Context: an optimization exercise on an open-source flow, tuned for small area and a short achievable clock period. The choices shown serve that exercise and are no tape-out recipe. At most, simulation tests tie the RTL to the original design; equivalence was not proved. Only the layout flow was run in run 5; the RTL was not checked for function there. Power figures rest on the tool's default switching activity, not on a simulated workload.

==> design/flow/design.v <==
package axi_lite_pkg;
  localparam int REG_ADDR_W   = 7;                      
  localparam int DATA_W       = 32;                     
  localparam int STRB_W       = DATA_W / 8;             
  localparam int REG_CNT      = 32;                     
  localparam int REG_IDX_W    = $clog2(REG_CNT);        
  localparam int REG_RW_LAST  = 15;                     
  localparam int REG_RW_IDX_W = $clog2(REG_RW_LAST + 1);
  localparam int REG_CTRL     = 0;                      
  localparam int CTRL_OUT_EN  = 0;                      
  localparam int REG_PKT_LEN  = 1;                      
  localparam int REG_MIRROR_A     = 16;                 
  localparam int REG_MIRROR_B     = 17;                 
  localparam int REG_MIRROR_A_SRC = 2;
  localparam int REG_MIRROR_B_SRC = 3;
  localparam int REG_LEVEL        = 18;                 
  localparam int REG_SENT         = 19;                 
  localparam logic [1:0] RESP_OKAY   = 2'b00;
  localparam logic [1:0] RESP_SLVERR = 2'b10;           
endpackage
package axi_stream_pkg;
  localparam int BUF_DEPTH = 8;                         
  localparam int PTR_W     = $clog2(BUF_DEPTH);         
  localparam int LEVEL_W   = PTR_W + 1;                 
  typedef struct packed {
    logic [31:0]           data;                 
    logic [3:0]            strb;                 
    logic              last;                            
  } stream_beat_t;
endpackage
`timescale 1ns/10ps
import axi_lite_pkg::*;
import axi_stream_pkg::*;
module axi_lite_regs (
  input  logic                  aclk,
  input  logic                  rst_n,
  input  logic [REG_ADDR_W-1:0] s_axi_lite_awaddr,
  input  logic                  s_axi_lite_awvalid,
  output logic                  s_axi_lite_awready,
  input  logic [DATA_W-1:0]     s_axi_lite_wdata,
  input  logic [STRB_W-1:0]     s_axi_lite_wstrb,
  input  logic                  s_axi_lite_wvalid,
  output logic                  s_axi_lite_wready,
  output logic [1:0]            s_axi_lite_bresp,
  output logic                  s_axi_lite_bvalid,
  input  logic                  s_axi_lite_bready,
  input  logic [REG_ADDR_W-1:0] s_axi_lite_araddr,
  input  logic                  s_axi_lite_arvalid,
  output logic                  s_axi_lite_arready,
  output logic [DATA_W-1:0]     s_axi_lite_rdata,
  output logic [1:0]            s_axi_lite_rresp,
  output logic                  s_axi_lite_rvalid,
  input  logic                  s_axi_lite_rready,
  input  logic [LEVEL_W-1:0]    level,
  input  logic [DATA_W-1:0]     sent_count,
  output logic                  out_en_nx,         
  output logic [DATA_W-1:0]     pkt_len,           
  output logic [DATA_W-1:0]     pkt_len_wr,        
  output logic [STRB_W-1:0]     pkt_len_en,        
  output logic                  pkt_len_ok_nx      
);
  logic [DATA_W-1:0]    bank_q [0:REG_RW_LAST];
  logic [REG_RW_LAST:0] wrt_q;                      
  logic                 awready_q;
  logic                 bvalid_q;
  logic                 berr_q;
  logic                 arready_q;
  logic                 rvalid_q;
  logic                 rload_q;                    
  logic [DATA_W-1:0]    rdata_q;
  logic                 awready_nx;
  logic [REG_IDX_W-1:0] aw_idx;
  logic [REG_IDX_W-1:0] ar_idx;
  logic [REG_RW_LAST:0] wsel;                       
  localparam int RSEL_LEVEL = REG_RW_LAST + 1;      
  localparam int RSEL_SENT  = REG_RW_LAST + 2;
  logic [RSEL_SENT:0]   rsel_q;                     
  logic [DATA_W-1:0]    wfill;                      
  logic [DATA_W-1:0]    rd_word;
  assign aw_idx     = s_axi_lite_awaddr[REG_ADDR_W-1 -: REG_IDX_W];
  assign ar_idx     = s_axi_lite_araddr[REG_ADDR_W-1 -: REG_IDX_W];
  assign awready_nx = !awready_q && !bvalid_q && s_axi_lite_awvalid && s_axi_lite_wvalid;
  logic [STRB_W-1:0]    len_en;
  always_ff @(posedge aclk or negedge rst_n) begin
    if (!rst_n) begin
      wsel   <= '0;
      len_en <= '0;
    end else begin
      for (int w = 0; w <= REG_RW_LAST; w++) begin
        wsel[w] <= awready_nx && (aw_idx == REG_IDX_W'(w));
      end
      for (int b = 0; b < STRB_W; b++) begin
        len_en[b] <= awready_nx && (aw_idx == REG_IDX_W'(REG_PKT_LEN)) &&
                     (s_axi_lite_wstrb[b] || !wrt_q[REG_PKT_LEN]);
      end
    end
  end
  always_ff @(posedge aclk) begin
    if (awready_nx) begin
      berr_q <= aw_idx[REG_IDX_W-1];                
    end
    for (int w = 0; w <= REG_RW_LAST; w++) begin
      rsel_q[w] <= (ar_idx == REG_IDX_W'(w)) && (wrt_q[w] || wsel[w]);
    end
    rsel_q[REG_MIRROR_A_SRC] <= ((ar_idx == REG_IDX_W'(REG_MIRROR_A_SRC)) ||
                                 (ar_idx == REG_IDX_W'(REG_MIRROR_A))) &&
                                (wrt_q[REG_MIRROR_A_SRC] || wsel[REG_MIRROR_A_SRC]);
    rsel_q[REG_MIRROR_B_SRC] <= ((ar_idx == REG_IDX_W'(REG_MIRROR_B_SRC)) ||
                                 (ar_idx == REG_IDX_W'(REG_MIRROR_B))) &&
                                (wrt_q[REG_MIRROR_B_SRC] || wsel[REG_MIRROR_B_SRC]);
    rsel_q[RSEL_LEVEL]       <= (ar_idx == REG_IDX_W'(REG_LEVEL));
    rsel_q[RSEL_SENT]        <= (ar_idx == REG_IDX_W'(REG_SENT));
  end
  assign s_axi_lite_awready = awready_q;
  assign s_axi_lite_wready  = awready_q;
  assign s_axi_lite_bvalid  = bvalid_q;
  assign s_axi_lite_bresp   = {berr_q, 1'b0};
  assign s_axi_lite_arready = arready_q;
  assign s_axi_lite_rvalid  = rvalid_q;
  assign s_axi_lite_rdata   = rdata_q;
  assign s_axi_lite_rresp   = RESP_OKAY;
  always_comb begin
    for (int b = 0; b < STRB_W; b++) begin
      wfill[8*b +: 8] = s_axi_lite_wstrb[b] ? s_axi_lite_wdata[8*b +: 8] : 8'h00;
    end
  end
  always_ff @(posedge aclk or negedge rst_n) begin
    if (!rst_n) begin
      awready_q <= 1'b0;
      bvalid_q  <= 1'b0;
      arready_q <= 1'b0;
      rvalid_q  <= 1'b0;
      rload_q   <= 1'b1;
    end else begin
      awready_q <= awready_nx;
      bvalid_q  <= awready_q || (bvalid_q && !s_axi_lite_bready);
      arready_q <= !arready_q && !rvalid_q && s_axi_lite_arvalid;
      rvalid_q  <= arready_q || (rvalid_q && !s_axi_lite_rready);
      rload_q   <= !(arready_q || (rvalid_q && !s_axi_lite_rready));
    end
  end
  always_ff @(posedge aclk) begin
    if (rload_q) begin                              
      rdata_q <= rd_word;
    end
  end
  logic [DATA_W-1:0]    bank_nx [0:REG_RW_LAST];
  always_comb begin
    for (int w = 0; w <= REG_RW_LAST; w++) begin
      bank_nx[w] = bank_q[w];
      for (int b = 0; b < STRB_W; b++) begin
        if (w == REG_PKT_LEN ? len_en[b] : (wsel[w] && (s_axi_lite_wstrb[b] || !wrt_q[w]))) begin
          bank_nx[w][8*b +: 8] = wfill[8*b +: 8];
        end
      end
    end
  end
  always_ff @(posedge aclk or negedge rst_n) begin
    if (!rst_n) begin
      wrt_q <= '0;
    end else begin
      wrt_q <= wrt_q | wsel;
    end
  end
  always_ff @(posedge aclk) begin
    for (int w = 0; w <= REG_RW_LAST; w++) begin
      bank_q[w] <= bank_nx[w];
    end
  end
  assign out_en_nx  = (wrt_q[REG_CTRL] || wsel[REG_CTRL]) && bank_nx[REG_CTRL][CTRL_OUT_EN];
  assign pkt_len    = bank_q[REG_PKT_LEN];
  assign pkt_len_wr = wfill;
  assign pkt_len_en = len_en;
  assign pkt_len_ok_nx = wrt_q[REG_PKT_LEN] || wsel[REG_PKT_LEN];
  always_comb begin
    rd_word = '0;
    for (int w = 0; w <= REG_RW_LAST; w++) begin
      if (rsel_q[w]) rd_word = rd_word | bank_q[w];
    end
    if (rsel_q[RSEL_LEVEL]) rd_word = rd_word | DATA_W'(level);
    if (rsel_q[RSEL_SENT])  rd_word = rd_word | sent_count;
  end
endmodule
`timescale 1ns/10ps
import axi_lite_pkg::*;
import axi_stream_pkg::*;
module axi_stream_buf (
  input  logic               aclk,
  input  logic               rst_n,
  input  logic [DATA_W-1:0]  s_axi_stream_tdata,
  input  logic [STRB_W-1:0]  s_axi_stream_tstrb,
  input  logic               s_axi_stream_tlast,
  input  logic               s_axi_stream_tvalid,
  output logic               s_axi_stream_tready,
  input  logic               pop,                  
  output logic [36:0]        head,                 
  output logic               head_last_nx,         
  output logic               nempty_nx,            
  output logic [LEVEL_W-1:0] level
);
  localparam int TAIL = BUF_DEPTH - 1;
  logic [36:0]        tail_q [0:TAIL-1];
  logic [TAIL-1:0]    wr_oh_q;
  logic [TAIL-1:0]    rd_oh_q;
  logic [LEVEL_W-1:0] level_q;
  logic               nfull_q;                    
  logic               full_q;
  logic [36:0]        head_q;
  logic [36:0]        head_nx;
  logic [36:0]        din;
  logic [36:0]        tail_rd;
  logic               push;
  logic               lvl0;
  logic               lvl1;
  logic [LEVEL_W-1:0] level_nx;
  assign din  = {s_axi_stream_tdata, s_axi_stream_tstrb, s_axi_stream_tlast};
  assign lvl0 = (level_q == LEVEL_W'(0));
  assign lvl1 = (level_q == LEVEL_W'(1));
  assign push = s_axi_stream_tvalid && !full_q;
  assign s_axi_stream_tready = nfull_q;
  assign level               = level_q;
  assign head                = head_q;
  assign head_last_nx        = head_nx[0];
  always_comb begin
    tail_rd = '0;
    for (int i = 0; i < TAIL; i++) begin
      tail_rd = tail_rd | ({37{rd_oh_q[i]}} & tail_q[i]);
    end
  end
  always_comb begin
    head_nx = head_q;
    if (lvl0 || pop) begin
      head_nx = (lvl0 || lvl1) ? din : tail_rd;
    end
  end
  always_comb begin
    level_nx = level_q;
    case ({push, pop})
      2'b10:   level_nx = level_q + 1'b1;
      2'b01:   level_nx = level_q - 1'b1;
      default: level_nx = level_q;
    endcase
  end
  assign nempty_nx = (level_nx != '0);
  always_ff @(posedge aclk) begin
    head_q <= head_nx;
    for (int i = 0; i < TAIL; i++) begin
      if (!full_q && wr_oh_q[i]) tail_q[i] <= din;
    end
  end
  always_ff @(posedge aclk or negedge rst_n) begin
    if (!rst_n) begin
      wr_oh_q <= TAIL'(1);
      rd_oh_q <= TAIL'(1);
      level_q <= '0;
      nfull_q <= 1'b1;
      full_q  <= 1'b0;
    end else begin
      if (push && !(lvl0 || (lvl1 && pop))) begin
        wr_oh_q <= {wr_oh_q[TAIL-2:0], wr_oh_q[TAIL-1]};
      end
      if (pop && !(lvl0 || lvl1)) begin
        rd_oh_q <= {rd_oh_q[TAIL-2:0], rd_oh_q[TAIL-1]};
      end
      level_q <= level_nx;
      nfull_q <= (level_nx != LEVEL_W'(BUF_DEPTH));
      full_q  <= (level_nx == LEVEL_W'(BUF_DEPTH));
    end
  end
endmodule
`timescale 1ns/10ps
import axi_lite_pkg::*;
import axi_stream_pkg::*;
module axi_stream_out (
  input  logic               aclk,
  input  logic               rst_n,
  input  logic [36:0]        head,
  input  logic               head_last_nx,
  input  logic               nempty_nx,
  output logic               pop,
  input  logic               out_en_nx,
  input  logic [DATA_W-1:0]  pkt_len,
  input  logic [DATA_W-1:0]  pkt_len_wr,
  input  logic [STRB_W-1:0]  pkt_len_en,
  input  logic               pkt_len_ok_nx,
  output logic [DATA_W-1:0]  sent_count,
  output logic [DATA_W-1:0]  m_axi_stream_tdata,
  output logic [STRB_W-1:0]  m_axi_stream_tstrb,
  output logic               m_axi_stream_tlast,
  output logic               m_axi_stream_tvalid,
  input  logic               m_axi_stream_tready
);
  logic [DATA_W-1:0] cnt1x_q;                       
  logic [DATA_W-1:0] cnt1_q;                        
  logic [DATA_W-1:0] sent_q;
  logic              tvalid_q;
  logic              tlast_q;                       
  logic              ntlast_q;                      
  logic              hs;
  logic [DATA_W-1:0] cnt1_nx;
  logic              pkt_end_nx;
  assign hs     = tvalid_q && m_axi_stream_tready;
  assign cnt1_q = cnt1x_q ^ DATA_W'(1);
  assign pop = hs;
  assign m_axi_stream_tdata  = head[36:5];
  assign m_axi_stream_tstrb  = head[4:1];
  assign m_axi_stream_tlast  = tlast_q;
  assign m_axi_stream_tvalid = tvalid_q;
  assign sent_count          = sent_q;
  assign cnt1_nx = hs ? (!ntlast_q ? DATA_W'(1) : cnt1_q + 1'b1) : cnt1_q;
  logic [DATA_W-1:0] d_old, d_new;
  logic [STRB_W-1:0] hold_l [2];                    
  logic [STRB_W-1:0] inc_l  [2];                    
  logic [STRB_W-1:0] zero_l [2];                    
  logic              zhi0   [2];                    
  logic [STRB_W-1:0] hold_m, inc_m, zero_m;
  logic              zhi0_m, l0_m;
  logic              eq_hold, eq_inc, eq_one, len_nz;
  logic [STRB_W-1:1] inc_edge;                      
  assign d_old = cnt1_q ^ pkt_len;
  assign d_new = cnt1_q ^ pkt_len_wr;
  always_comb begin
    for (int s = 0; s < 2; s++) begin
      for (int b = 0; b < STRB_W; b++) begin
        hold_l[s][b] = 1'b1;
        inc_l[s][b]  = 1'b1;
        zero_l[s][b] = 1'b1;
        for (int i = 8*b; i < 8*b + 8; i++) begin
          hold_l[s][b] = hold_l[s][b] && !(s ? d_new[i] : d_old[i]);
          zero_l[s][b] = zero_l[s][b] && !(s ? pkt_len_wr[i] : pkt_len[i]);
          if (i == 0) begin
            inc_l[s][b] = inc_l[s][b] && (s ? d_new[0] : d_old[0]);
          end else if (i != 8*b) begin
            inc_l[s][b] = inc_l[s][b] &&
                          ((s ? d_new[i] : d_old[i]) == ((s ? d_new[i-1] : d_old[i-1]) && cnt1_q[i-1]));
          end
        end
      end
      zhi0[s] = 1'b1;
      for (int i = 1; i < 8; i++) begin
        zhi0[s] = zhi0[s] && !(s ? pkt_len_wr[i] : pkt_len[i]);
      end
    end
  end
  always_comb begin
    for (int b = 0; b < STRB_W; b++) begin
      hold_m[b] = pkt_len_en[b] ? hold_l[1][b] : hold_l[0][b];
      inc_m[b]  = pkt_len_en[b] ? inc_l[1][b]  : inc_l[0][b];
      zero_m[b] = pkt_len_en[b] ? zero_l[1][b] : zero_l[0][b];
    end
    zhi0_m = pkt_len_en[0] ? zhi0[1] : zhi0[0];
    l0_m   = pkt_len_en[0] ? pkt_len_wr[0] : pkt_len[0];
    for (int b = 1; b < STRB_W; b++) begin
      inc_edge[b] = (pkt_len_en[b] ? d_new[8*b] : d_old[8*b]) ==
                    ((pkt_len_en[b-1] ? d_new[8*b-1] : d_old[8*b-1]) && cnt1_q[8*b-1]);
    end
  end
  assign eq_hold    = &hold_m;
  assign eq_inc     = (&inc_m) && (&inc_edge);
  assign eq_one     = zhi0_m && l0_m && (&zero_m[STRB_W-1:1]);
  assign len_nz     = !(&zero_m);
  assign pkt_end_nx = pkt_len_ok_nx && len_nz && (hs ? (!ntlast_q ? eq_one : eq_inc) : eq_hold);
  always_ff @(posedge aclk or negedge rst_n) begin
    if (!rst_n) begin
      cnt1x_q   <= '0;
      sent_q    <= '0;
      tvalid_q  <= 1'b0;
    end else begin
      tvalid_q  <= (out_en_nx || (tvalid_q && !m_axi_stream_tready)) && nempty_nx;
      cnt1x_q   <= cnt1_nx ^ DATA_W'(1);
      if (hs) sent_q <= sent_q + 1'b1;
    end
  end
  always_ff @(posedge aclk) begin
    tlast_q  <= head_last_nx || pkt_end_nx;
    ntlast_q <= !(head_last_nx || pkt_end_nx);
  end
endmodule
`timescale 1ns/10ps
import axi_lite_pkg::*;
import axi_stream_pkg::*;
module axi_top (
  input  logic                  aclk,
  input  logic                  rst_n,
  input  logic [REG_ADDR_W-1:0] s_axi_lite_awaddr,
  input  logic                  s_axi_lite_awvalid,
  output logic                  s_axi_lite_awready,
  input  logic [DATA_W-1:0]     s_axi_lite_wdata,
  input  logic [STRB_W-1:0]     s_axi_lite_wstrb,
  input  logic                  s_axi_lite_wvalid,
  output logic                  s_axi_lite_wready,
  output logic [1:0]            s_axi_lite_bresp,
  output logic                  s_axi_lite_bvalid,
  input  logic                  s_axi_lite_bready,
  input  logic [REG_ADDR_W-1:0] s_axi_lite_araddr,
  input  logic                  s_axi_lite_arvalid,
  output logic                  s_axi_lite_arready,
  output logic [DATA_W-1:0]     s_axi_lite_rdata,
  output logic [1:0]            s_axi_lite_rresp,
  output logic                  s_axi_lite_rvalid,
  input  logic                  s_axi_lite_rready,
  input  logic [DATA_W-1:0]     s_axi_stream_tdata,
  input  logic [STRB_W-1:0]     s_axi_stream_tstrb,
  input  logic                  s_axi_stream_tlast,
  input  logic                  s_axi_stream_tvalid,
  output logic                  s_axi_stream_tready,
  output logic [DATA_W-1:0]     m_axi_stream_tdata,
  output logic [STRB_W-1:0]     m_axi_stream_tstrb,
  output logic                  m_axi_stream_tlast,
  output logic                  m_axi_stream_tvalid,
  input  logic                  m_axi_stream_tready
);
  logic [36:0]        head;                         
  logic               head_last_nx;
  logic               nempty_nx;
  logic [LEVEL_W-1:0] level;
  logic               pop;
  logic               pkt_len_ok_nx;
  logic               out_en_nx;
  logic [DATA_W-1:0]  pkt_len;
  logic [DATA_W-1:0]  pkt_len_wr;
  logic [STRB_W-1:0]  pkt_len_en;
  logic [DATA_W-1:0]  sent_count;
  axi_lite_regs regs_inst (
    .aclk               (aclk),
    .rst_n              (rst_n),
    .s_axi_lite_awaddr  (s_axi_lite_awaddr),
    .s_axi_lite_awvalid (s_axi_lite_awvalid),
    .s_axi_lite_awready (s_axi_lite_awready),
    .s_axi_lite_wdata   (s_axi_lite_wdata),
    .s_axi_lite_wstrb   (s_axi_lite_wstrb),
    .s_axi_lite_wvalid  (s_axi_lite_wvalid),
    .s_axi_lite_wready  (s_axi_lite_wready),
    .s_axi_lite_bresp   (s_axi_lite_bresp),
    .s_axi_lite_bvalid  (s_axi_lite_bvalid),
    .s_axi_lite_bready  (s_axi_lite_bready),
    .s_axi_lite_araddr  (s_axi_lite_araddr),
    .s_axi_lite_arvalid (s_axi_lite_arvalid),
    .s_axi_lite_arready (s_axi_lite_arready),
    .s_axi_lite_rdata   (s_axi_lite_rdata),
    .s_axi_lite_rresp   (s_axi_lite_rresp),
    .s_axi_lite_rvalid  (s_axi_lite_rvalid),
    .s_axi_lite_rready  (s_axi_lite_rready),
    .level              (level),
    .sent_count         (sent_count),
    .out_en_nx          (out_en_nx),
    .pkt_len            (pkt_len),
    .pkt_len_wr         (pkt_len_wr),
    .pkt_len_en         (pkt_len_en),
    .pkt_len_ok_nx      (pkt_len_ok_nx)
  );
  axi_stream_buf buf_inst (
    .aclk                (aclk),
    .rst_n               (rst_n),
    .s_axi_stream_tdata  (s_axi_stream_tdata),
    .s_axi_stream_tstrb  (s_axi_stream_tstrb),
    .s_axi_stream_tlast  (s_axi_stream_tlast),
    .s_axi_stream_tvalid (s_axi_stream_tvalid),
    .s_axi_stream_tready (s_axi_stream_tready),
    .pop                 (pop),
    .head                (head),
    .head_last_nx        (head_last_nx),
    .nempty_nx           (nempty_nx),
    .level               (level)
  );
  axi_stream_out out_inst (
    .aclk                (aclk),
    .rst_n               (rst_n),
    .head                (head),
    .head_last_nx        (head_last_nx),
    .nempty_nx           (nempty_nx),
    .pop                 (pop),
    .out_en_nx           (out_en_nx),
    .pkt_len             (pkt_len),
    .pkt_len_wr          (pkt_len_wr),
    .pkt_len_en          (pkt_len_en),
    .pkt_len_ok_nx       (pkt_len_ok_nx),
    .sent_count          (sent_count),
    .m_axi_stream_tdata  (m_axi_stream_tdata),
    .m_axi_stream_tstrb  (m_axi_stream_tstrb),
    .m_axi_stream_tlast  (m_axi_stream_tlast),
    .m_axi_stream_tvalid (m_axi_stream_tvalid),
    .m_axi_stream_tready (m_axi_stream_tready)
  );
endmodule
==> design/flow/flow/run.sh <==
#!/bin/bash
# Standard layout, with the port buffers made from plain buffers
export BUFFER_PORTS_ARGS="-buffer_cell sky130_fd_sc_hd__buf_2"
bash standard.sh > standard_run.log 2>&1
==> design/flow/standard.sh <==
#!/bin/bash
# synth_recipe.tcl (not shown) runs the flow's synth.tcl, then flattens the netlist and writes it again
# the make line also repeats each setting of config.mk as NAME=value (left out here)
make -C /OpenROAD-flow-scripts/flow DESIGN_CONFIG=/design/flow/config.mk WORK_HOME=/design/flow/orfs CLKGATE_MAP_FILE= SYNTH_SCRIPT=/design/flow/synth_recipe.tcl "${@:-finish}"
==> design/flow/config.mk <==
export PLATFORM = sky130hd
export DESIGN_NAME = axi_top
export DESIGN_NICKNAME = axi_top
export VERILOG_FILES = /design/flow/design.v
export SDC_FILE = /design/flow/constraint.sdc
export NUM_CORES = 4
export LEC_CHECK = 0
export CAP_MARGIN = 0
export CORE_MARGIN = 2
export CORE_UTILIZATION = 55
export CTS_CLUSTER_DIAMETER = 100
export CTS_CLUSTER_SIZE = 25
export SETUP_SLACK_MARGIN = 2.1
export SLEW_MARGIN = 0
export TNS_END_PERCENT = 10
==> design/flow/constraint.sdc <==
create_clock -name core_clock -period 4.2 [get_ports {aclk}]
set_input_delay 0.8400 -clock core_clock [delete_from_list [all_inputs] [get_ports {aclk}]]
set_output_delay 0.8400 -clock core_clock [all_outputs]
set_load 0.01 [all_outputs]
==> metrics.yaml, run 1 <==
worst_setup_path:
  cp_num_cells: 9
  crit_path_start_kind: "flip-flop"
  r2r_slack_ns: 1.98
  required_ns: 4.77
  cp_max_fo: 3
  cp_cell_sequence: "inv_2, ha_4, nand2b_4, nor4_4, nand3_2, o21ai_4, nand4_1, o21bai_2, a31o_2"
  path_buf_inv: 1
  ff2ff_path_depth: 9
  cp_top_family: "simple AND/OR/NAND/NOR gates"
  crit_arrival_ns: 2.79
  cpPeakStageDelay_ns: 0.43
  crit_path_end_kind: "flip-flop"
  critical_path_class: "flip-flop to flip-flop"
  critPathSlowestCell: "dfrtp_1"
outcome:
  outcome: "complete, no violations"
global_route:
  grt_pass1_vias: 22900
  met1_usage_pct: 42.6
  top_usage_layer: "met2"
  use_met2_pct: 47.9
  antenna_found_initial: 5
  grt_pass1_wl_um: 153000
  met3_usage_pct: 3.78
  grtUsageTotal_pct: 29.4
  grt_max_degree: 86
  gr-total-overflow: 0
floorplan:
  coreArea_um2: 69800
  die_w_um: 269
  dieArea_um2: 72400
  die_h_um: 269
  rows: 97
  io_pins: 176
  start_util_pct: 55.4
sta:
  setup_viol: 0
  final_hold_viol_count: 0
  max_freq_mhz: 450
  fin_setup_tns_ns: 0
  drv_slew: 0
  period_needed_ns: 2.22
  rsz0062_at_grt: "true"
  max-slew-margin-rel_pct: 20.7
  skew_ns: 0.0350
  worstMarginPinSlew_ns: 1.19
  post-route-period-util_pct: 52.9
synth:
  synthCells: 2469
  synth_fa_ha_area_share_pct: 2.04
  synthSimpleGateAreaFrac_pct: 6.62
  synth_top_family_by_area: "compound AO/OA/AOI/OAI gates"
  synthXorXnorAreaFrac_pct: 2.86
  synthFlopType: "edfxtp_1"
  synth_compound_area_share_pct: 10.7
  netlist_area_um2: 38600
  synth-edff-count: 839
  async_flop_share_pct: 12.8
  synth_cell_type_count: 63
  yosys_warnings: 10
  seq_area_frac_synth_pct: 74.5
  ys_ff_latch: 987
  muxShareOfSynthArea_pct: 0.460
  syn_area_per_cell_um2: 15.7
pwr:
  powerDensity_nw_per_um2: 416
  leakage_nw: 15.3
  vdd_drop_max_mv: 0.459
clock_network:
  ctsRootBufferMaster: "clkbuf_16"
  path_clk_slew_ns: 0.10
  cts_buffers: 45
  htree_num_levels: 2
  clk_path_buf_depth: 3
  worstSkewPairLatency_ns: 0.64
  cts_tree: "yes"
  clkSinkCount: 987
final_layout:
  final_nets: 2845
  synthToLayoutAreaGrowth_pct: 11.6
  final_layout_size_suffix_gt1_share_pct: 19.1
  fillers: 5255
  final_area_um2: 43100
placed_design:
  placed_area_um2: 40900
  gp_congestion: 0.888
  post-dp-hpwl_um: 68100
  numPortBuffers: 168
run:
  maxCapViolations: 0
route:
  routed_wl_um: 106000
  ant_nets: 0
  avgViaCountPerCell: 6.35
  drt-wirelength-per-cell_um: 28.9
  drt-initial-drc-count: 2895
  drt_first_pass_iters: 7
  drc: 0
  via_count: 23300
hold_path:
  hp-class: "input pin to async pin"
## cell families after synthesis
family / count (synthesis)
adder cells (fa/ha/maj): 63
AND/OR/NAND/NOR: 504
multiplexers: 16
XOR/XNOR: 126
flip-flops: 987
buffers and inverters: 242
AO/OA/AOI/OAI: 530
other: 1
## registers in the layout, indices dropped and copies added (netlist names), 4 cells and up, named ones only
register	count
out_inst.sent_q	32
regs_inst.rsel_q	18
buf_inst.rd_oh_q	7
buf_inst.wr_oh_q	7
out_inst.cnt1x_q	31
buf_inst.tail_q	259
regs_inst.bank_q	512
regs_inst.wsel	16
regs_inst.wrt_q	16
regs_inst.rdata_q	32
buf_inst.level_q	4
buf_inst.head_q	37
regs_inst.len_en	4
## placed cells by master, fill, tap and decap left out, types with 18 or more instances in the layout
cell and n:
a31oi_1 38, buf_4 145, nand3_1 69, xor2_1 52, dfrtp_2 30, nor2_1 114, and3_1 21, dfxtp_1 18
ha_1 46, clkbuf_16 47, inv_1 83, buf_2 165, clkbuf_1 34, a22oi_1 190, a222oi_1 65, nand4_1 53
a22o_1 56, edfxtp_1 839, a221oi_1 63, dfrtp_1 90, nand2_1 106, a21boi_0 58, nor4_1 18, xnor2_1 74
## worst reg2reg max path, stage by stage (launching register included)
cell,delay (ns)
dfrtp_1,0.43
inv_2,0.13
ha_4,0.22
nand2b_4,0.14
nor4_4,0.31
nand3_2,0.17
o21ai_4,0.13
nand4_1,0.25
o21bai_2,0.23
a31o_2,0.17
## through the flow
step	worst slack (ns)	power [mW]	hold slack, ns	instances	utilization [%]
after CTS	1.99	18.0	0.147	3658	61.6
after global routing	1.91	18.5	0.167	3666	61.8
after floorplan	1.65	12.4	0.434	2471	-
after global placement	1.04	13.0	0.440	3532	58.6
after detailed placement	1.01	13.0	0.462	3532	58.6
final	1.98	17.9	0.165	3667	61.8
## timing repair
action,in CTS,in global routing
setup buffers,42,5
hold buffers,0,0
setup endpoints to repair,211,224
pin swaps,33,11
gates resized for setup,110,14
## Yosys cell counts (3+ instances only)
master / instances / share of area [%]
dfstp_2: 4 / 0.27
nand2_1: 112 / 1.1
nand4_1: 53 / 0.86
a222oi_1: 65 / 1.7
nor3_1: 18 / 0.23
buf_4: 43 / 0.84
clkbuf_1: 106 / 1.0
and4_1: 4 / 0.091
edfxtp_1: 839 / 65
nand2b_1: 15 / 0.24
a22oi_1: 190 / 3.7
a22o_1: 56 / 1.3
a211oi_1: 3 / 0.058
xnor2_1: 74 / 1.7
a21oi_1: 19 / 0.25
ha_1: 63 / 2.0
nor4b_1: 4 / 0.091
inv_1: 88 / 0.85
mux2_2: 14 / 0.41
nand3_1: 71 / 0.92
and3_1: 21 / 0.34
nor3b_1: 12 / 0.23
o21ai_0: 19 / 0.25
or3_1: 9 / 0.15
a221oi_1: 63 / 1.4
dfrtp_1: 122 / 7.9
nor2_1: 119 / 1.2
buf_1: 3 / 0.029
nor4_1: 21 / 0.34
xor2_1: 52 / 1.2
a21o_1: 3 / 0.058
and2_1: 3 / 0.049
a31oi_1: 39 / 0.63
or2_2: 16 / 0.26
a21boi_0: 59 / 1.1
dfxtp_1: 22 / 1.1
nor2b_1: 12 / 0.19
## metal layers
layer / up-vias / share of wire, %
li1: 10100 / -
met2: 1046 / 48
met1: 12000 / 42
met3: 126 / 8.0
met4: 2 / 2.1
met5: - / 0.0066
## where the power goes
part / switching, mW / leakage, nW / internal (mW)
clock network: 2.97 / 0.633 / 2.14
registers: 0.236 / 9.54 / 11.1
logic: 0.999 / 5.12 / 0.509
## final cells by class
| class | instances | area (um^2) | area share (%) |
|---|---|---|---|
| multi-input combinational | 1242 | 9330 | 21.6 |
| timing repair buffer | 321 | 2090 | 4.84 |
| clock buffer | 81 | 1300 | 3.02 |
| antenna | 4 | 10.0 | 0.0232 |
| clock inverter | 3 | 26.3 | 0.0609 |
| tap | 940 | 1180 | 2.73 |
| sequential | 987 | 28800 | 66.9 |
| inverter | 89 | 349 | 0.810 |
## worst paths after layout
check / startpoint / endpoint
min in group core_clock: s_axi_lite_awaddr[6] / regs_inst.berr_q$_DFFE_PP_
hold / removal: rst_n / out_inst.cnt1x_q[30]$_DFFE_PN0P_
hold reg to reg: regs_inst.rvalid_q$_DFF_PN0_ / regs_inst.arready_q$_DFF_PN0_
max in group asynchronous: rst_n / regs_inst.len_en[0]$_DFF_PN0_
setup / recovery: flip-flop / out_inst.tlast_q$_DFF_P_
setup reg to reg: flip-flop / out_inst.tlast_q$_DFF_P_
==> run 2: changes to the inputs <==
--- a/design/flow/config.mk
+++ b/design/flow/config.mk
@@ -5,11 +5,12 @@
 export SDC_FILE = /design/flow/constraint.sdc
 export NUM_CORES = 4
 export LEC_CHECK = 0
-export CAP_MARGIN = 0
+export CAP_MARGIN = 20
 export CORE_MARGIN = 2
 export CORE_UTILIZATION = 55
 export CTS_CLUSTER_DIAMETER = 100
 export CTS_CLUSTER_SIZE = 25
+export PLACE_DENSITY = 0.88
 export SETUP_SLACK_MARGIN = 2.1
-export SLEW_MARGIN = 0
+export SLEW_MARGIN = 20
 export TNS_END_PERCENT = 10
==> run 2 against run 1 <==
Still clean on timing, DRC and antenna. Sequential power is essentially flat. Maximum frequency rose by 0.31%. Highest routed layer unchanged. Largest power group unchanged. Largest cell class unchanged. Clock power is essentially flat.
==> metrics.yaml, run 2 <==
synth:
  synth_cell_type_count: 63  # unchanged
  async_flop_share_pct: 12.8  # unchanged
  synthFlopType: "edfxtp_1"
  synth_most_common_cell: "edfxtp_1"
  netlist_area_um2: 38600  # unchanged
  synth-edff-count: 839  # unchanged
  ys_ff_latch: 987  # unchanged
  yosys_warnings: 10  # unchanged
  syn_area_per_cell_um2: 15.7  # unchanged
  synthTopCellsByCount: "edfxtp_1, a22oi_1, dfrtp_1"
  seq_area_frac_synth_pct: 74.5  # unchanged
  synth_top_area_share_pct: 65.2  # unchanged
  synthCells: 2469  # unchanged
  yosys.area.top_type: "edfxtp_1"
  synth_area_leaders: "edfxtp_1, dfrtp_1, a22oi_1"
clock_network:
  cts-hold-fix-buffers: 0  # unchanged
  htree_num_levels: 2  # unchanged
  cts_buffers: 45  # unchanged
  cts_tree: "yes"
  ctsRootBufferMaster: "clkbuf_16"
  path_clk_slew_ns: 0.10  # about the same
  worstSkewPairLatency_ns: 0.63  # about the same
  clk_path_buf_depth: 3  # unchanged
  clkSinkCount: 987  # unchanged
floorplan:
  io_pins: 176  # unchanged
  die_h_um: 269  # unchanged
  rows: 97  # unchanged
  dieArea_um2: 72400  # unchanged
  die_w_um: 269  # unchanged
  start_util_pct: 55.4  # unchanged
  coreArea_um2: 69800  # unchanged
run:
  maxCapViolations: 0  # unchanged
pwr:
  vdd_drop_max_mv: 0.456  # -0.80%
  powerDensity_nw_per_um2: 423  # +1.6%
  leakage_nw: 15.1  # -1.3%
final_layout:
  final_nets: 2809  # -1.3%
  synthToLayoutAreaGrowth_pct: 10.7
  final_common_cell: "edfxtp_1"
  largest_register_ffs: 512  # unchanged
  final_layout_size_suffix_gt1_share_pct: 18.1  # -1.0 points
  regMostFlops: "regs_inst.bank_q"
  top_regs: "regs_inst.bank_q: 512 flops, buf_inst.tail_q: 259 flops, buf_inst.head_q: 37 flops"
  fillers: 4573  # -13%
  most-common-layout-cells: "edfxtp_1, a22oi_1, buf_2"
route:
  via_count: 24800  # +6.3%
  drt-wirelength-per-cell_um: 28.8  # about the same
  routed_wl_um: 105000  # -0.99%
  ant_nets: 0  # unchanged
  drt_first_pass_iters: 9  # +2
  top_layer: "met5"
  avgViaCountPerCell: 6.81  # +7.3%
  wl_met2_um: 49200  # -3.0%
  drt-met1-wl_um: 35300  # -21%
  route.met3.wl_um: 15100  # +79%
  drc: 0  # unchanged
  drt-initial-drc-count: 4221  # +46%
global_route:
  gr-total-overflow: 0  # unchanged
  grt_pass1_wl_um: 149000  # -2.4%
  grt_max_degree: 76  # -12%
  antenna_found_initial: 12  # +7
  grt_pass1_vias: 24000  # +4.7%
  grtUsageTotal_pct: 28.0  # -1.4 points
sta:
  skew_ns: 0.0225  # -0.0125 ns
  fin_setup_tns_ns: 0  # unchanged
  setup_ws_ns: 1.98  # +0.00687 ns
  rsz0062_at_grt: "true"
  post-route-period-util_pct: 52.7  # -0.16 points
  final_hold_viol_count: 0  # unchanged
  max-slew-margin-rel_pct: 23.1  # +2.3 points
  setup_viol: 0  # unchanged
  drv_slew: 0  # unchanged
  period_needed_ns: 2.22  # -0.00687 ns
  worstMarginPinSlew_ns: 1.15  # -0.0333 ns
  max_freq_mhz: 451  # +0.31%
worst_setup_path:
  r2r_slack_ns: 1.98  # about the same
  crit_path_end_kind: "flip-flop"
  crit_path_start_kind: "flip-flop"
  crit_arrival_ns: 2.53  # -0.26 ns
  ff2ff_path_depth: 3  # -6
  r2r_start: "buf_inst.full_q$_DFF_PN0_"
  crit_start: "buf_inst.full_q$_DFF_PN0_"
  required_ns: 4.52  # -0.25 ns
  cp_max_fo: 27  # +24
  endpoint: "buf_inst.tail_q[3][27]$_DFFE_PP_"
  critical_path_class: "flip-flop to flip-flop"
  reg2reg_to: "buf_inst.tail_q[3][27]$_DFFE_PP_"
placed_design:
  pre_cts_ws_ns: 1.19  # +0.182 ns
  gp_congestion: 0.950  # +6.9%
  numPortBuffers: 168  # unchanged
  post-dp-hpwl_um: 64300  # -5.7%
hold_path:
  hp-class: "input pin to async pin"
outcome:
  outcome: "complete, no violations"
[run 2: cell counts after synthesis]
No cell type changed its count.
[run 2: cells by family after synthesis]
kind of cell	Yosys count	share of synthesized area, %
compound gates	530	10.7
xor+xnor	126	2.86
simple gates	504	6.62
flops	987	74.5
fa+ha+maj	63	2.04
other cells	1	0.00970
buf+inv	242	2.77
mux	16	0.460
[run 2: per-layer routing]
metal  track usage [%]  up-vias
met5                 0        -
met4              11.7        4
met3              7.12      385
met2              44.5     2182
met1              36.9    12200
li1                  -    10000
[run 2: through the flow]
| stage | hold slack, ns | instance area, um^2 | power [mW] | util [%] | instances |
|---|---|---|---|---|---|
| finish | 0.196 | 42800 | 18.1 | 61.3 | 3634 |
| detailed placement | 0.459 | 40600 | 13.0 | 58.2 | 3493 |
| floorplan | 0.434 | 38800 | 12.4 | - | 2471 |
| CTS | 0.237 | 42400 | 18.0 | 60.7 | 3602 |
| global route | 0.255 | 42800 | 18.5 | 61.3 | 3633 |
| global placement | 0.439 | 40600 | 12.9 | 58.2 | 3493 |
[run 2: critical path, stage by stage, from the launching register on]
cell and delay [ns]:
dfrtp_4 0.52, buf_12 0.15, nor2b_4 0.85, buf_4 0.38
[run 2: how the worst min path moves through the flow]
stage	start	endpoint	slack, ns	cells after the start
final	rst_n	out_inst.cnt1x_q[27]$_DFFE_PN0P_	0.20	1
after global routing	rst_n	out_inst.cnt1x_q[30]$_DFFE_PN0P_	0.26	1
after CTS	rst_n	out_inst.cnt1x_q[27]$_DFFE_PN0P_	0.24	1
after detailed placement	regs_inst.arready_q$_DFF_PN0_	regs_inst.arready_q$_DFF_PN0_	0.46	1
after global placement	regs_inst.rvalid_q$_DFF_PN0_	regs_inst.arready_q$_DFF_PN0_	0.44	1
after floorplan	regs_inst.wsel[1]$_DFF_PN0_	regs_inst.wrt_q[1]$_DFF_PN0_	0.43	1
[run 2: final cells by class]
class | count | area, um^2 | area share [%]
Clock buffer | 79 | 1270 | 2.98
Multi-Input combinational cell | 1243 | 9260 | 21.6
Clock inverter | 4 | 75.1 | 0.175
Antenna cell | 8 | 20.0 | 0.0468
Inverter | 89 | 352 | 0.822
Timing Repair Buffer | 284 | 1770 | 4.14
Sequential cell | 987 | 28800 | 67.4
Tap cell | 940 | 1180 | 2.75
[run 2: where the power goes]
| group | total [mW] | internal, mW | switching, mW |
|---|---|---|---|
| registers | 11.3 | 11.1 | 0.261 |
| logic | 1.65 | 0.560 | 1.09 |
| clock network | 5.08 | 2.12 | 2.96 |
| total | 18.1 | 13.8 | 4.31 |
[run 2: timing repair]
| item | in CTS | in global routing |
|---|---|---|
| gates cloned | 2 | 0 |
| setup endpoints to repair | 197 | 144 |
| setup buffers | 24 | 24 |
| pin swaps | 14 | 19 |
| resized for setup | 51 | 40 |
==> run 3: changes to the inputs <==
==> design/flow/flow/run.sh (replaced) <==
#!/bin/bash
# Standard layout, with the port buffers made from plain buffers and the
# timing repair free to resize cells that have no footprint class
export BUFFER_PORTS_ARGS="-buffer_cell sky130_fd_sc_hd__buf_2"
bash standard.sh MATCH_CELL_FOOTPRINT=0 finish > standard_run.log 2>&1
--- a/design/flow/config.mk
+++ b/design/flow/config.mk
@@ -10,7 +10,7 @@
 export CORE_UTILIZATION = 55
 export CTS_CLUSTER_DIAMETER = 100
 export CTS_CLUSTER_SIZE = 25
-export PLACE_DENSITY = 0.88
+export PLACE_DENSITY = 0.75
 export SETUP_SLACK_MARGIN = 2.1
 export SLEW_MARGIN = 20
 export TNS_END_PERCENT = 10
==> run 3 against run 2 <==
Utilization hardly changed. Clock-buffer cell count up 1. Via count shrank 4.0%. Flip-flop and latch count is the same. Still clean on timing, DRC and antenna. Final area barely moved. Critical endpoint is now regs_inst.rdata_q[3]$_DFFE_PP_. Synthesized cell count stayed put.
==> metrics.yaml, run 3 <==
outcome:
  outcome: "complete, no violations"
sta:
  fin_setup_tns_ns: 0  # unchanged
  max_freq_mhz: 449  # -0.53%
  setup_ws_ns: 1.97  # -0.0119 ns
  rsz0062_at_grt: "true"
  max-slew-margin-rel_pct: 19.4  # -3.7 points
  period_needed_ns: 2.23  # +0.0119 ns
  post-route-period-util_pct: 53.0  # +0.28 points
  drv_slew: 0  # unchanged
  setup_viol: 0  # unchanged
  worstMarginPinSlew_ns: 1.21  # +0.0538 ns
  final_hold_viol_count: 0  # unchanged
  skew_ns: 0.0422  # +0.0196 ns
worst_setup_path:
  ff2ff_path_depth: 5  # +2
  crit_path_start_kind: "flip-flop"
  r2r_start: "regs_inst.rsel_q[11]$_DFF_P_"
  critical_path_class: "flip-flop to flip-flop"
  crit_path_end_kind: "flip-flop"
  crit_arrival_ns: 2.70  # +0.17 ns
  reg2reg_to: "regs_inst.rdata_q[3]$_DFFE_PP_"
  cp_max_fo: 17  # -37%
  cp_cell_sequence: "buf_4, a22o_1, a221oi_1, and3_1, nand4_1"
  cpPeakStageDelay_ns: 1.08  # +0.23 ns
  critPathSlowestCell: "dfxtp_1"
  r2r_slack_ns: 1.97  # about the same
  required_ns: 4.67  # +0.15 ns
clock_network:
  path_clk_slew_ns: 0.10  # about the same
  worstSkewPairLatency_ns: 0.65  # +0.02 ns
  htree_num_levels: 2  # unchanged
  ctsRootBufferMaster: "clkbuf_16"
  cts_tree: "yes"
  clk_path_buf_depth: 3  # unchanged
  clkSinkCount: 987  # unchanged
  cts_buffers: 45  # unchanged
floorplan:
  rows: 97  # unchanged
  io_pins: 176  # unchanged
  die_h_um: 269  # unchanged
  dieArea_um2: 72400  # unchanged
  start_util_pct: 55.4  # unchanged
  die_w_um: 269  # unchanged
  coreArea_um2: 69800  # unchanged
route:
  drt-wirelength-per-cell_um: 27.8  # -3.6%
  avgViaCountPerCell: 6.53  # -4.2%
  via_count: 23800  # -4.0%
  drt-initial-drc-count: 3394  # -20%
  drc: 0  # unchanged
  routed_wl_um: 101000  # -3.4%
  ant_nets: 0  # unchanged
  drt_first_pass_iters: 8  # -1
global_route:
  antenna_found_initial: 13  # +1
  gr-total-overflow: 0  # unchanged
  grt_pass1_wl_um: 147000  # -1.9%
  grt_pass1_vias: 22800  # -4.9%
  grt_max_degree: 92  # +21%
  grtUsageTotal_pct: 27.8  # -0.14 points
placed_design:
  numPortBuffers: 168  # unchanged
  post-dp-hpwl_um: 64300  # about the same
  gp_congestion: 0.916  # -3.5%
  place_inst: 3511  # +0.52%
  pre_cts_ws_ns: 0.917  # -0.271 ns
final_layout:
  fin_cells: 3642  # +0.22%
  final_nets: 2815  # +0.21%
  most-common-layout-cells: "edfxtp_1, a22oi_1, buf_2"
  final_common_cell: "edfxtp_1"
  fin_util_pct: 61.3  # about the same
  synthToLayoutAreaGrowth_pct: 10.6  # about the same
  largest_register_ffs: 512  # unchanged
  final_layout_size_suffix_gt1_share_pct: 17.5  # -0.60 points
  regMostFlops: "regs_inst.bank_q"
  top_regs: "regs_inst.bank_q: 512 flops, buf_inst.tail_q: 259 flops, buf_inst.head_q: 37 flops"
synth:
  synthFlopType: "edfxtp_1"
  synth_cell_type_count: 63  # unchanged
  netlist_area_um2: 38600  # unchanged
  seq_area_frac_synth_pct: 74.5  # unchanged
  ys_ff_latch: 987  # unchanged
  synth-edff-count: 839  # unchanged
  yosys_warnings: 10  # unchanged
  synth_top_area_share_pct: 65.2  # unchanged
  synthCells: 2469  # unchanged
  synth_area_leaders: "edfxtp_1, dfrtp_1, a22oi_1"
  yosys.area.top_type: "edfxtp_1"
  async_flop_share_pct: 12.8  # unchanged
  synthTopCellsByCount: "edfxtp_1, a22oi_1, dfrtp_1"
  syn_area_per_cell_um2: 15.7  # unchanged
  synth_most_common_cell: "edfxtp_1"
pwr:
  netSwitchingFraction_pct: 23.3  # -0.61 points
  powerDensity_nw_per_um2: 418  # -1.1%
  clkPwrFrac_pct: 28.3  # +0.2 points
  leakage_nw: 15.2  # +0.42%
  seqPwrFrac_pct: 63.3  # +0.5 points
  combPwrFrac_pct: 8.4  # -0.7 points
  vdd_drop_max_mv: 0.332  # -27%
  switchingPower_mw: 4.16  # -3.7%
  internal-power_mw: 13.7  # -0.33%
hold_path:
  hp-class: "input pin to async pin"
run:
  maxCapViolations: 0  # unchanged
[run 3: layer usage]
metal  vias to the layer above  track usage, %  wire, um
met5                         -               0        23
met4                         4            8.41      3160
met3                       215            5.54     12300
met2                      1558            43.6     46900
met1                     12000            39.9     38900
li1                      10000               -         -
[run 3: area by class of cell]
class                   count  area, um^2
diodes                      9        22.5
clock buffers              80        1290
clock inverters             4        53.8
fillers                  5062       27000
inverters                  89         354
multi-input cells        1243        9210
flip-flops and latches    987       28800
well taps                 940        1180
repair buffers            290        1820
[run 3: worst max-delay path by stage]
| stage | startpoint | endpoint | slack, ns |
|---|---|---|---|
| CTS | buf_inst.rd_oh_q[0]$_DFFE_PN1P_ | out_inst.tlast_q$_DFF_P_ | 1.96 |
| global route | buf_inst.full_q$_DFF_PN0_ | buf_inst.full_q$_DFF_PN0_ | 1.91 |
| finish | regs_inst.rsel_q[11]$_DFF_P_ | regs_inst.rdata_q[3]$_DFFE_PP_ | 1.97 |
| detailed placement | m_axi_stream_tready | out_inst.sent_q[31]$_DFFE_PN0P_ | 0.92 |
| floorplan | buf_inst.full_q$_DFF_PN0_ | buf_inst.tail_q[1][0]$_DFFE_PP_ | 1.65 |
| global placement | m_axi_stream_tready | out_inst.sent_q[31]$_DFFE_PN0P_ | 0.98 |
[run 3: per-stage QoR]
stage / cell area [um^2] / hold slack [ns] / total power [mW]
floorplan: 38800 / 0.434 / 12.4
global route: 42800 / 0.314 / 18.4
global placement: 40700 / 0.436 / 12.9
finish: 42800 / 0.245 / 17.9
detailed placement: 40700 / 0.461 / 13.0
CTS: 42400 / 0.294 / 17.9
[run 3: power by group through the flow]
stage                     logic (mW)  clock network, mW  registers (mW)
after floorplan                0.974                  0            11.5
after CTS                       1.49               5.07            11.3
after detailed placement        1.42                  0            11.5
after global placement          1.38                  0            11.5
after global routing            1.63               5.41            11.3
final                           1.51               5.05            11.3
[run 3: kinds of logic after synthesis]
kind of cell	after synthesis	synth area share (%)
adders and majority gates	63	2.04
buffers and inverters	242	2.77
DFF	987	74.5
other	1	0.00970
muxes	16	0.460
and+or+nand+nor	504	6.62
AOI/OAI and AO/OA	530	10.7
xor gates and xnor gates	126	2.86
[run 3: critical path: cells and delay by family, from the launching register on]
| kind | cells | cell delay, ns |
|---|---|---|
| buffers and inverters | 1 | 0.44 |
| and+or+nand+nor | 2 | 0.32 |
| DFF | 1 | 1.08 |
| AOI/OAI and AO/OA | 2 | 0.22 |
[run 3: what timing repair did]
item,4_1_cts,5_1_grt
setup buffers,16,21
endpoints found under the setup margin,184,224
gates cloned,1,0
hold buffers,0,0
resized for setup,46,48
pin swaps,8,14
==> run 4: changes to the inputs <==
--- a/design/flow/config.mk
+++ b/design/flow/config.mk
@@ -10,7 +10,7 @@
 export CORE_UTILIZATION = 55
 export CTS_CLUSTER_DIAMETER = 100
 export CTS_CLUSTER_SIZE = 25
-export PLACE_DENSITY = 0.75
+export PLACE_DENSITY = 0.88
 export SETUP_SLACK_MARGIN = 2.1
 export SLEW_MARGIN = 20
 export TNS_END_PERCENT = 10
==> run 4 against run 3 <==
Maximum frequency decreased by 6.1%. Via count increased by 2.8%. Worst setup slack lost 0.15 ns. Die area stayed put. Clock power is essentially flat. Worst hold slack worse by 0.027 ns. Sequential share of layout area about the same. Sequential power about the same. Register-to-register slack got worse by 0.15 ns. Clock-buffer cell count fell by 1. Cell count fell by 0.27%. Global-route usage increased by 0.15 points. Critical endpoint is now out_inst.ntlast_q$_DFF_P_. Largest cell class unchanged. Largest power group unchanged.
==> metrics.yaml, run 4 <==
run:
  maxCapViolations: 0  # unchanged
worst_setup_path:
  required_ns: 4.69  # +0.02 ns
  crit_arrival_ns: 2.87  # +0.17 ns
  critical_path_class: "flip-flop to flip-flop"
  crit_path_start_kind: "flip-flop"
  crit_path_end_kind: "flip-flop"
  cp_max_fo: 2  # -15
pwr:
  clkPwrFrac_pct: 28.1  # -0.2 points
  internal-power_mw: 13.7  # -0.20%
  switchingPower_mw: 4.27  # +2.7%
  leakage_nw: 15.1  # -0.36%
  netSwitchingFraction_pct: 23.8  # +0.52 points
  vdd_drop_max_mv: 0.432  # +30%
  seqPwrFrac_pct: 63.3  # about the same
  powerDensity_nw_per_um2: 420  # +0.39%
  combPwrFrac_pct: 8.6  # +0.2 points
floorplan:
  die_h_um: 269  # unchanged
  dieArea_um2: 72400  # unchanged
  start_util_pct: 55.4  # unchanged
  coreArea_um2: 69800  # unchanged
  die_w_um: 269  # unchanged
  io_pins: 176  # unchanged
  rows: 97  # unchanged
sta:
  drv_slew: 0  # unchanged
  setup_ws_ns: 1.83  # -0.146 ns
  skew_ns: 0.0404  # -0.00171 ns
  fin_setup_tns_ns: 0  # unchanged
  post-route-period-util_pct: 56.5  # +3.5 points
  max-slew-margin-rel_pct: 17.8  # -1.6 points
  period_needed_ns: 2.37  # +0.146 ns
  rsz0062_at_grt: "true"
  setup_viol: 0  # unchanged
  max_freq_mhz: 421  # -6.1%
  worstMarginPinSlew_ns: 1.23  # +0.0257 ns
  final_hold_viol_count: 0  # unchanged
route:
  drt-initial-drc-count: 3958  # +17%
  via_count: 24400  # +2.8%
  avgViaCountPerCell: 6.73  # +3.1%
  ant_nets: 0  # unchanged
  routed_wl_um: 104000  # +2.9%
  drt_first_pass_iters: 9  # +1
  drc: 0  # unchanged
  drt-wirelength-per-cell_um: 28.7  # +3.1%
clock_network:
  clkSinkCount: 987  # unchanged
  path_clk_slew_ns: 0.11  # about the same
  worstSkewPairLatency_ns: 0.65  # about the same
  ctsRootBufferMaster: "clkbuf_16"
  htree_num_levels: 2  # unchanged
  cts_tree: "yes"
  cts_buffers: 45  # unchanged
  clk_path_buf_depth: 3  # unchanged
placed_design:
  post-dp-hpwl_um: 63100  # -1.9%
  gp_congestion: 0.933  # +1.8%
  pre_cts_ws_ns: 0.960  # +0.0425 ns
  numPortBuffers: 168  # unchanged
synth:
  synth_top_area_share_pct: 65.2  # unchanged
  synth_area_leaders: "edfxtp_1, dfrtp_1, a22oi_1"
  yosys_warnings: 10  # unchanged
  synthCells: 2469  # unchanged
  synth-edff-count: 839  # unchanged
  synth_cell_type_count: 63  # unchanged
  async_flop_share_pct: 12.8  # unchanged
  synthFlopType: "edfxtp_1"
  ys_ff_latch: 987  # unchanged
  syn_area_per_cell_um2: 15.7  # unchanged
  synth_most_common_cell: "edfxtp_1"
  netlist_area_um2: 38600  # unchanged
  seq_area_frac_synth_pct: 74.5  # unchanged
  yosys.area.top_type: "edfxtp_1"
  synthTopCellsByCount: "edfxtp_1, a22oi_1, dfrtp_1"
final_layout:
  final_nets: 2804  # -0.39%
  most-common-layout-cells: "edfxtp_1, a22oi_1, buf_2"
  regArea_um2: 28900  # about the same
  final_common_cell: "edfxtp_1"
  multiInputGateArea_um2: 9290  # +0.87%
  final_layout_size_suffix_gt1_share_pct: 18.5  # +0.93 points
  top_regs: "regs_inst.bank_q: 512 flops, buf_inst.tail_q: 259 flops, buf_inst.head_q: 37 flops"
  synthToLayoutAreaGrowth_pct: 10.7  # about the same
  regMostFlops: "regs_inst.bank_q"
  fillers: 4636  # -8.4%
  largest_register_ffs: 512  # unchanged
global_route:
  grt_max_degree: 83  # -9.8%
  gr-total-overflow: 0  # unchanged
  antenna_found_initial: 12  # -1
  grt_pass1_vias: 23700  # +3.9%
  grtUsageTotal_pct: 28.0  # +0.15 points
  grt_pass1_wl_um: 148000  # +1.2%
outcome:
  outcome: "complete, no violations"
hold_path:
  hp-class: "input pin to async pin"
run 4: cell count changes in the layout (fill, tap and decap cells not counted), sizes merged:
| cell | previous run | this run |
|---|---|---|
| buf | 289 | 278 |
| inv | 88 | 89 |
| diode | 9 | 10 |
| o21ai | 21 | 20 |
run 4: stage by stage:
step	cell area (um^2)	instances	power, mW	hold WS (ns)	utilization [%]
4_1_cts	42400	3598	17.9	0.258	60.7
3_3_place_gp	40600	3489	12.9	0.439	58.1
2_1_floorplan	38800	2471	12.4	0.434	-
5_1_grt	42800	3628	18.4	0.292	61.3
3_5_place_dp	40600	3489	13.0	0.474	58.1
6_report	42800	3632	18.0	0.218	61.3
run 4: layer usage:
| metal | wire [um] | part of all wire (%) | up-vias | global-route usage (%) |
|---|---|---|---|---|
| met3 | 14500 | 14 | 360 | 6.79 |
| met4 | 5320 | 5.1 | 4 | 12.4 |
| met5 | 23 | 0.022 | - | 0 |
| met2 | 49000 | 47 | 2079 | 44.4 |
| met1 | 35200 | 34 | 12000 | 36.9 |
| li1 | - | - | 10000 | - |
run 4: cells by family after synthesis:
| family | after synthesis | share of synthesized area, % |
|---|---|---|
| adder cells (fa/ha/maj) | 63 | 2.04 |
| flip-flops | 987 | 74.5 |
| XOR/XNOR | 126 | 2.86 |
| AND/OR/NAND/NOR | 504 | 6.62 |
| AO/OA/AOI/OAI | 530 | 10.7 |
| other | 1 | 0.00970 |
| buffers and inverters | 242 | 2.77 |
| multiplexers | 16 | 0.460 |
run 4: repair_timing:
| item | in CTS | in global routing |
|---|---|---|
| buffers inserted | 25 | 22 |
| gates resized for setup | 69 | 44 |
| pin swaps | 22 | 22 |
| hold buffers | 0 | 0 |
| endpoints found under the setup margin | 144 | 148 |
run 4: path summary, 6_finish.rpt:
kind | startpoint | slack [ns] | depth (start not counted) | end
max | regs_inst.bank_q[1][27]$_DFFE_PP_ | 1.83 | 8 | out_inst.ntlast_q$_DFF_P_
min | rst_n | 0.22 | 1 | out_inst.cnt1x_q[25]$_DFFE_PN0P_
max reg2reg | regs_inst.bank_q[1][27]$_DFFE_PP_ | 1.83 | 8 | out_inst.ntlast_q$_DFF_P_
min reg2reg | regs_inst.rvalid_q$_DFF_PN0_ | 0.47 | 1 | regs_inst.arready_q$_DFF_PN0_
max in group asynchronous | rst_n | 2.97 | 2 | buf_inst.rd_oh_q[0]$_DFFE_PN1P_
min in group core_clock | s_axi_lite_awaddr[6] | 0.40 | 1 | regs_inst.berr_q$_DFFE_PP_
run 4: area by class of cell:
type,instances,share of cell area (%)
inverters,89,0.827
clock inverters,5,0.190
flip-flops and latches,987,67.4
repair buffers,280,4.11
clock buffers,79,2.93
diodes,10,0.0585
multi-input cells,1242,21.7
well taps,940,2.75
run 4: power groups by stage:
stage | logic, mW | registers [mW] | clock network [mW]
2_1_floorplan | 0.974 | 11.5 | 0
3_3_place_gp | 1.35 | 11.5 | 0
6_report | 1.55 | 11.4 | 5.05
4_1_cts | 1.50 | 11.4 | 5.02
3_5_place_dp | 1.43 | 11.6 | 0
5_1_grt | 1.65 | 11.4 | 5.34
run 4: worst max-delay path, cell delays in order, from the launching register on:
cell and delay (ns):
edfxtp_1 0.46, inv_1 0.12, ha_4 0.29, nand4_1 0.23, nor4_4 0.54, o32ai_2 0.18, o21ai_1 0.15, and2_4 0.17
a31oi_1 0.09
==> run 5: changes to the inputs <==
--- a/design/flow/design.v
+++ b/design/flow/design.v
@@ -202,6 +202,8 @@
   logic [36:0]        tail_q [0:TAIL-1];
   logic [TAIL-1:0]    wr_oh_q;
   logic [TAIL-1:0]    rd_oh_q;
+  logic [TAIL-1:0]    wr_oh_nx;
+  logic [TAIL-1:0]    tail_we_q;                    
   logic [LEVEL_W-1:0] level_q;
   logic               nfull_q;                    
   logic               full_q;
@@ -242,23 +244,25 @@
     endcase
   end
   assign nempty_nx = (level_nx != '0);
+  assign wr_oh_nx = (push && !(lvl0 || (lvl1 && pop))) ? {wr_oh_q[TAIL-2:0], wr_oh_q[TAIL-1]}
+                                                       : wr_oh_q;
   always_ff @(posedge aclk) begin
     head_q <= head_nx;
     for (int i = 0; i < TAIL; i++) begin
-      if (!full_q && wr_oh_q[i]) tail_q[i] <= din;
+      if (tail_we_q[i]) tail_q[i] <= din;
     end
   end
   always_ff @(posedge aclk or negedge rst_n) begin
     if (!rst_n) begin
       wr_oh_q <= TAIL'(1);
+      tail_we_q <= TAIL'(1);
       rd_oh_q <= TAIL'(1);
       level_q <= '0;
       nfull_q <= 1'b1;
       full_q  <= 1'b0;
     end else begin
-      if (push && !(lvl0 || (lvl1 && pop))) begin
-        wr_oh_q <= {wr_oh_q[TAIL-2:0], wr_oh_q[TAIL-1]};
-      end
+      wr_oh_q   <= wr_oh_nx;
+      tail_we_q <= (level_nx == LEVEL_W'(BUF_DEPTH)) ? '0 : wr_oh_nx;
       if (pop && !(lvl0 || lvl1)) begin
         rd_oh_q <= {rd_oh_q[TAIL-2:0], rd_oh_q[TAIL-1]};
       end
==> design/flow/flow/run.sh (replaced) <==
#!/bin/bash
# Standard layout, with the port buffers made from plain buffers
export BUFFER_PORTS_ARGS="-buffer_cell sky130_fd_sc_hd__buf_2"
bash standard.sh > standard_run.log 2>&1
--- a/design/flow/config.mk
+++ b/design/flow/config.mk
@@ -9,8 +9,6 @@
 export CORE_MARGIN = 2
 export CORE_UTILIZATION = 55
 export CTS_CLUSTER_DIAMETER = 100
-export CTS_CLUSTER_SIZE = 25
-export PLACE_DENSITY = 0.88
+export CTS_CLUSTER_SIZE = 20
 export SETUP_SLACK_MARGIN = 2.1
 export SLEW_MARGIN = 20
-export TNS_END_PERCENT = 10
==> run 5 against run 4 <==
First-iteration DRC count is 28% lower. Die area up 0.76%. Combinational power is essentially flat. Non-clock buffer count rose by 40. Maximum frequency is 6.7% higher. Clock-buffer cell count rose by 23. Still clean on timing, DRC and antenna.
==> metrics.yaml, run 5 <==
synth:
  async_flop_share_pct: 13.4  # +0.61 points
  synth_most_common_cell: "edfxtp_1"
  synthTopCellsByCount: "edfxtp_1, a22oi_1, nor2_1"
  netlist_area_um2: 38900  # +0.77%
  synth_top_area_share_pct: 64.7  # -0.50 points
  synthFlopType: "edfxtp_1"
  yosys_warnings: 10  # unchanged
  synth_area_leaders: "edfxtp_1, dfrtp_1, a22oi_1"
  syn_area_per_cell_um2: 15.6  # about the same
  synth-edff-count: 839  # unchanged
  ys_ff_latch: 994  # +0.71%
  synth_cell_type_count: 69  # +9.5%
  yosys.area.top_type: "edfxtp_1"
  synthCells: 2490  # +0.85%
  seq_area_frac_synth_pct: 74.4  # -0.12 points
global_route:
  antenna_found_initial: 15  # +3
  grt_max_degree: 74  # -11%
  grt_pass1_wl_um: 155000  # +4.6%
  grt_pass1_vias: 23000  # -2.8%
  grtUsageTotal_pct: 29.1  # +1.1 points
  gr-total-overflow: 0  # unchanged
worst_setup_path:
  critPathSlowestCell: "or4_4"
  cp_max_fo: 4  # +2
  path_buf_inv: 3  # +2
  crit_arrival_ns: 2.76  # -0.11 ns
  required_ns: 4.73  # +0.04 ns
  crit_path_end_kind: "flip-flop"
  cp_cell_sequence: "nand2_8, buf_4, buf_6, nor4_4, buf_6, nand2_8, or4_4, nand2b_4, xnor2_1"
  critical_path_class: "flip-flop to flip-flop"
  crit_path_start_kind: "flip-flop"
  cpPeakStageDelay_ns: 0.51  # -0.03 ns
  cp_top_family: "simple AND/OR/NAND/NOR gates"
final_layout:
  fillers: 5201  # +12%
  most-common-layout-cells: "edfxtp_1, a22oi_1, buf_2"
  fin_cells: 3712  # +2.2%
  final_common_cell: "edfxtp_1"
  multiInputGateArea_um2: 9670  # +4.0%
  top_regs: "regs_inst.bank_q: 512 flops, buf_inst.tail_q: 259 flops, buf_inst.head_q: 37 flops"
  synthToLayoutAreaGrowth_pct: 12.9
  final_layout_size_suffix_gt1_share_pct: 20.4  # +1.9 points
  regArea_um2: 29000  # +0.59%
  final_area_um2: 44000  # +2.7%
  final_nets: 2877  # +2.6%
  largest_register_ffs: 512  # unchanged
  regMostFlops: "regs_inst.bank_q"
route:
  drc: 0  # unchanged
  wl_met2_um: 48700  # -0.59%
  avgViaCountPerCell: 6.35  # -5.6%
  drt-initial-drc-count: 2853  # -28%
  drt_first_pass_iters: 6  # -3
  via_count: 23600  # -3.6%
  route.met3.wl_um: 10200  # -30%
  drt-met1-wl_um: 45500  # +29%
  drt-wirelength-per-cell_um: 28.8  # +0.50%
  routed_wl_um: 107000  # +2.7%
  top_layer: "met5"
  ant_nets: 0  # unchanged
sta:
  worstMarginPinSlew_ns: 1.11  # -0.127 ns
  post-route-period-util_pct: 52.9  # -3.6 points
  drv_slew: 0  # unchanged
  rsz0062_at_grt: "true"
  skew_ns: 0.0229  # -0.0176 ns
  whs_ns: 0.164  # -0.0544 ns
  setup_viol: 0  # unchanged
  period_needed_ns: 2.22  # -0.150 ns
  max_freq_mhz: 450  # +6.7%
  max-slew-margin-rel_pct: 26.2  # +8.5 points
  final_hold_viol_count: 0  # unchanged
  fin_setup_tns_ns: 0  # unchanged
pwr:
  vdd_drop_max_mv: 0.319  # -26%
  leakage_nw: 15.7  # +3.9%
  powerDensity_nw_per_um2: 425  # +1.4%
  total_power_mw: 18.7  # +4.2%
clock_network:
  ctsRootBufferMaster: "clkbuf_16"
  htree_num_levels: 2  # unchanged
  worstSkewPairLatency_ns: 0.65  # about the same
  path_clk_slew_ns: 0.08  # -0.03 ns
  clkSinkCount: 994  # +0.71%
  cts-hold-fix-buffers: 0  # unchanged
  cts_tree: "yes"
  clk_path_buf_depth: 3  # unchanged
  cts_buffers: 56  # +24%
floorplan:
  die_h_um: 270  # +0.38%
  rows: 97  # unchanged
  io_pins: 176  # unchanged
  coreArea_um2: 70000  # +0.35%
  dieArea_um2: 73000  # +0.76%
  start_util_pct: 55.6  # +0.24 points
  die_w_um: 270  # +0.38%
placed_design:
  placed_area_um2: 41300  # +1.8%
  gp_congestion: 0.889  # -4.7%
  place_inst: 3535  # +1.3%
  post-dp-hpwl_um: 66300  # +5.2%
  numPortBuffers: 168  # unchanged
run:
  maxCapViolations: 0  # unchanged
outcome:
  outcome: "complete, no violations"
hold_path:
  hp-class: "input pin to async pin"
-- run 5: final cells by class --
| cell class | instances | share of cell area, % |
|---|---|---|
| Clock buffer | 102 | 3.68 |
| Clock inverter | 4 | 0.111 |
| Sequential cell | 994 | 66.0 |
| Timing Repair Buffer | 320 | 4.70 |
| Tap cell | 940 | 2.67 |
| Multi-Input combinational cell | 1254 | 22.0 |
| Antenna cell | 6 | 0.0341 |
| Inverter | 92 | 0.822 |
-- run 5: final timing paths --
kind                                                   start                              end  slack (ns)  cells past startpoint
worst max register to register   out_inst.tvalid_q$_DFF_PN0_  out_inst.sent_q[27]$_DFFE_PN0P_        1.98                      9
min in group core_clock                 s_axi_lite_awaddr[6]       regs_inst.berr_q$_DFFE_PP_        0.38                      1
worst min-delay path                                   rst_n    regs_inst.arready_q$_DFF_PN0_        0.16                      1
worst min register to register  regs_inst.rvalid_q$_DFF_PN0_    regs_inst.arready_q$_DFF_PN0_        0.47                      1
max in group asynchronous                              rst_n   out_inst.sent_q[6]$_DFFE_PN0P_        3.16                      2
worst max-delay path             out_inst.tvalid_q$_DFF_PN0_  out_inst.sent_q[27]$_DFFE_PN0P_        1.98                      9
-- run 5: layer usage --
| metal | track usage (%) | vias up |
|---|---|---|
| met5 | 0 | - |
| met4 | 6.93 | 6 |
| met3 | 6.11 | 157 |
| met2 | 44.0 | 1065 |
| met1 | 43.6 | 12100 |
| li1 | - | 10200 |
-- run 5: through the flow --
stage          setup slack (ns)  util, %
6_report                   1.98     62.8
3_5_place_dp              0.779     59.0
2_1_floorplan              1.76        -
5_1_grt                    1.90     62.8
3_3_place_gp              0.786     59.0
4_1_cts                    1.98     62.3
-- run 5: timing repair --
item | 4_1_cts | 5_1_grt
buffers inserted | 44 | 20
pin swaps | 21 | 21
resized for setup | 79 | 41
cloned | 1 | 0
endpoints found under the hold margin | 0 | 0
endpoints found under the setup margin | 152 | 101
-- run 5: where the power goes --
| group | leakage (nW) | total, mW | internal [mW] | switching (mW) |
|---|---|---|---|---|
| logic | 5.26 | 1.56 | 0.542 | 1.02 |
| registers | 9.64 | 11.4 | 11.1 | 0.249 |
| clock network | 0.790 | 5.75 | 2.62 | 3.12 |
-- run 5: worst reg2reg max path: stages (launching register included) --
cell and delay [ns]:
dfrtp_2 0.44, nand2_8 0.09, buf_4 0.14, buf_6 0.11, nor4_4 0.27, buf_6 0.18, nand2_8 0.07, or4_4 0.51
nand2b_4 0.18, xnor2_1 0.11
-- run 5: logic make-up (layout without fill, tap and decap cells) --
family	count (synthesis)	after routing	share of synthesized area (%)
XOR/XNOR	117	117	2.63
other	1	9	0.00963
AND/OR/NAND/NOR	515	516	6.80
multiplexers	19	19	0.514
flip-flops	994	994	74.4
buffers and inverters	245	518	2.77
adder cells (fa/ha/maj)	63	63	2.02
AO/OA/AOI/OAI	536	536	10.9

-- re-timing with driven ports --
In the flow no input, the clock included, has a driving cell. The finished layouts below were timed again as built, in two steps. Step 1 sets driving cells, clkbuf_16 on the clock port and buf_2 on the other inputs (assumed; they add their load-dependent delay and slew). Step 2 moves the port delays by t, midway between the first and last clock arrival at a register: inputs arrive t later, outputs are due t later. That takes back most of the time a late clock gives input paths. Three values: ideal, step 1, step 2; two values: the first two.
run | shift t [ns] | setup WS [ns] | slew at the worst register clock pin (ns)
run 1 | 0.693 | 1.978 / 1.944 / 1.332 | 0.11 / 0.11
run 2 | 0.692 | 1.985 / 1.945 / 1.306 | 0.11 / 0.11
run 3 | 0.697 | 1.973 / 1.973 / 1.320 | 0.10 / 0.10
run 4 | 0.694 | 1.827 / 1.827 / 1.222 | 0.11 / 0.11
run 5 | 0.707 | 1.976 / 1.919 / 1.315 | 0.09 / 0.09
After both steps setup and hold are still met in every run listed. For run 2, which loses most, drivers alone change the setup slack by -0.040 ns; drivers and shift together by -0.679 ns.
